This is an optimization exercise on Yosys and OpenROAD, whose aim is small area, not a production implementation.
The RTL was checked by simulation tests, not by an equivalence proof against the original design.
The flow treats the clock pin as an ideal source, which a real chip does not have.
Power figures rest on the tool's default switching activity, not on a simulated workload.

Setup of run 1:
// space_game_top
module space_game_top (
    input  logic        clk25M,
    input  logic        reset,
    input  logic        frame_tick,
    input  logic        march_en,
    input  logic [3:0]  speed,
    input  logic        btn_left,
    input  logic        btn_right,
    input  logic        btn_fire,
    input  logic [11:0] whpos,
    input  logic [11:0] wvpos,
    input  logic [18:0] write_addr_in,
    input  logic        write_en,
    output logic [18:0] write_addr_out,
    output logic        write_en_out,
    output logic [11:0] vdin,
    output logic        update_busy
);
Size: ~670 cells after synthesis, about 88 I/O pins, roughly 6400 µm² of cells after synthesis.
Settings: LEC_CHECK=0, CAP_MARGIN=20, CORE_MARGIN=2, CORE_UTILIZATION=65, PLACE_DENSITY=0.8, SLEW_MARGIN=20; clock period 6.0 ns.
standard.sh (not shown) runs the stock make flow with config.mk's settings and CLKGATE_MAP_FILE= SYNTH_SCRIPT=/design/flow/synth_recipe.tcl, a recipe that flattens the netlist after the stock synthesis.
==> flow/flow/run.sh <==
#!/bin/bash
# Standard ORFS layout (standard synthesis unchanged), with small port buffers
# and a lighter clock tree.
set -euo pipefail
export BUFFER_PORTS_ARGS="-buffer_cell sky130_fd_sc_hd__buf_1"
export CTS_ARGS="-sink_clustering_enable -repair_clock_nets -dont_use_dummy_load -buf_list sky130_fd_sc_hd__clkbuf_8"
bash standard.sh > standard_flow.log 2>&1
Run 1 ran to completion and came out clean on the timing, DRC and antenna checks.
Here is what was changed in the inputs of run 2 compared with run 1.
==> flow/flow/run.sh <==
#!/bin/bash
# Standard ORFS layout (standard synthesis unchanged) with small port buffers
# and a light clock tree: clkbuf_4 leaves under a clkbuf_8 root; leaves whose
# estimated output slew is high are then swapped for clkbuf_8 before routing.
set -euo pipefail
export BUFFER_PORTS_ARGS="-buffer_cell sky130_fd_sc_hd__buf_1"
export CTS_ARGS="-sink_clustering_enable -repair_clock_nets -dont_use_dummy_load -buf_list sky130_fd_sc_hd__clkbuf_4 -root_buf sky130_fd_sc_hd__clkbuf_8"
bash standard.sh cts > standard_cts.log 2>&1
export RES=orfs/results/${FLOW_PLATFORM}/space_game_top/base
export PLAT=${FLOW_HOME}/platforms/${FLOW_PLATFORM}
export FIX_SLEW_PS=90
openroad -no_init -exit flow/fix_cts.tcl > fix_cts.log 2>&1
bash standard.sh finish > standard_finish.log 2>&1
==> flow/flow/fix_cts.tcl (new file) <==
# Swap clkbuf_4 clock buffers whose output slew (placement estimate) is over
# FIX_SLEW_PS for clkbuf_8, legalize, and put the result back as the CTS result.
read_liberty $::env(PLAT)/lib/sky130_fd_sc_hd__tt_025C_1v80.lib
read_db $::env(RES)/4_cts.odb
read_sdc $::env(RES)/4_cts.sdc
source $::env(PLAT)/setRC.tcl
set_propagated_clock [all_clocks]
estimate_parasitics -placement
set lim $::env(FIX_SLEW_PS)
set big [[ord::get_db] findMaster sky130_fd_sc_hd__clkbuf_8]
set n 0
foreach inst [[ord::get_db_block] getInsts] {
  if {[[$inst getMaster] getName] == "sky130_fd_sc_hd__clkbuf_4"} {
    set pin [get_pins [$inst getName]/X]
    set s 0
    foreach e {rise fall} {
      set v [sta::time_ui_sta [get_property $pin slew_max_$e]]
      if {$v > $s} { set s $v }
    }
    if {$s * 1e12 > $lim} {
      $inst swapMaster $big
      incr n
      puts "upsized [$inst getName] (slew [format %.1f [expr {$s * 1e12}]] ps)"
    }
  }
}
puts "upsized $n clock buffers"
detailed_placement
check_placement
write_db $::env(RES)/4_1_cts.odb
after 1100
write_db $::env(RES)/4_cts.odb
Wire length on met2: run 2 < run 1
Run 2 -> run 1: worst setup slack after layout flat
Relative to run 1, core utilization has decreased by 0.75 points in run 2.
Per the comparison of run 2 with run 1, mean routed wirelength per cell dropped 0.89%, non-clock buffer area fraction after layout barely changed.
Run 2 vs. run 1: shortest clock period the worst path allows after layout now sits at about the same level; power dissipated in combinational cells now sits at about the same level; maximum frequency now sits at about the same level.
When run 2 is measured against run 1, its design area turns out 73 µm² lower.
Post-synthesis instance area came out exactly the same in run 1 and run 2.
Global-route usage across run 1 and run 2: no real change.
Inputs modified between run 2 and run 3:
- setting GPL_TIMING_DRIVEN to 0 for the first time
==> flow/flow/run.sh <==
#!/bin/bash
# Standard ORFS layout (standard synthesis unchanged), with small port buffers
# and a lighter clock tree.
set -euo pipefail
export BUFFER_PORTS_ARGS="-buffer_cell sky130_fd_sc_hd__buf_1"
export CTS_ARGS="-sink_clustering_enable -repair_clock_nets -dont_use_dummy_load -buf_list sky130_fd_sc_hd__clkbuf_8"
bash standard.sh > standard_flow.log 2>&1
removed: flow/flow/fix_cts.tcl
Notes after the runs:
Re share of the clock period used by the worst path: run 3 is 2.2 points up on run 2.
Worst-case vdd ir drop deteriorates in run 3 relative to run 2.
Run 3 vs. run 2: count of cells resized by post-cts repair rose 6; largest driver fanout on the critical path now sits higher; data required time of the worst path has remained practically unchanged; number of buffer and inverter stages on the critical path now larger.
Relative to run 2, run 3 degrades finished layout cell area.

## what the ideal ports hide
Ports are ideal in the flow. The routed layouts listed here were re-timed in OpenROAD. Step 1, drivers: a clkbuf_16 drives clk25M and a buf_2 each remaining input, both assumed. Step 2 also shifts input and output timing later by t, the mid clock arrival at the registers, as if the neighbouring blocks saw the same clock. Slacks: ideal ports / drivers / drivers and shift; pairs: ideal ports / drivers.
run | t, ns | slack for setup (ns) | slew at the worst register clock pin (ns)
run 1 | 0.467 | 0.312 / 0.326 / -0.140 | 0.07 / 0.07
run 2 | 0.448 | 0.309 / 0.319 / -0.129 | 0.09 / 0.09
run 3 | 0.472 | 0.176 / 0.184 / -0.288 | 0.07 / 0.07
With both steps, setup timing fails in every run listed, where it was met with ideal ports. The setup slack of run 3, which loses most, moves by +0.008 ns with the drivers and by -0.464 ns with both steps.
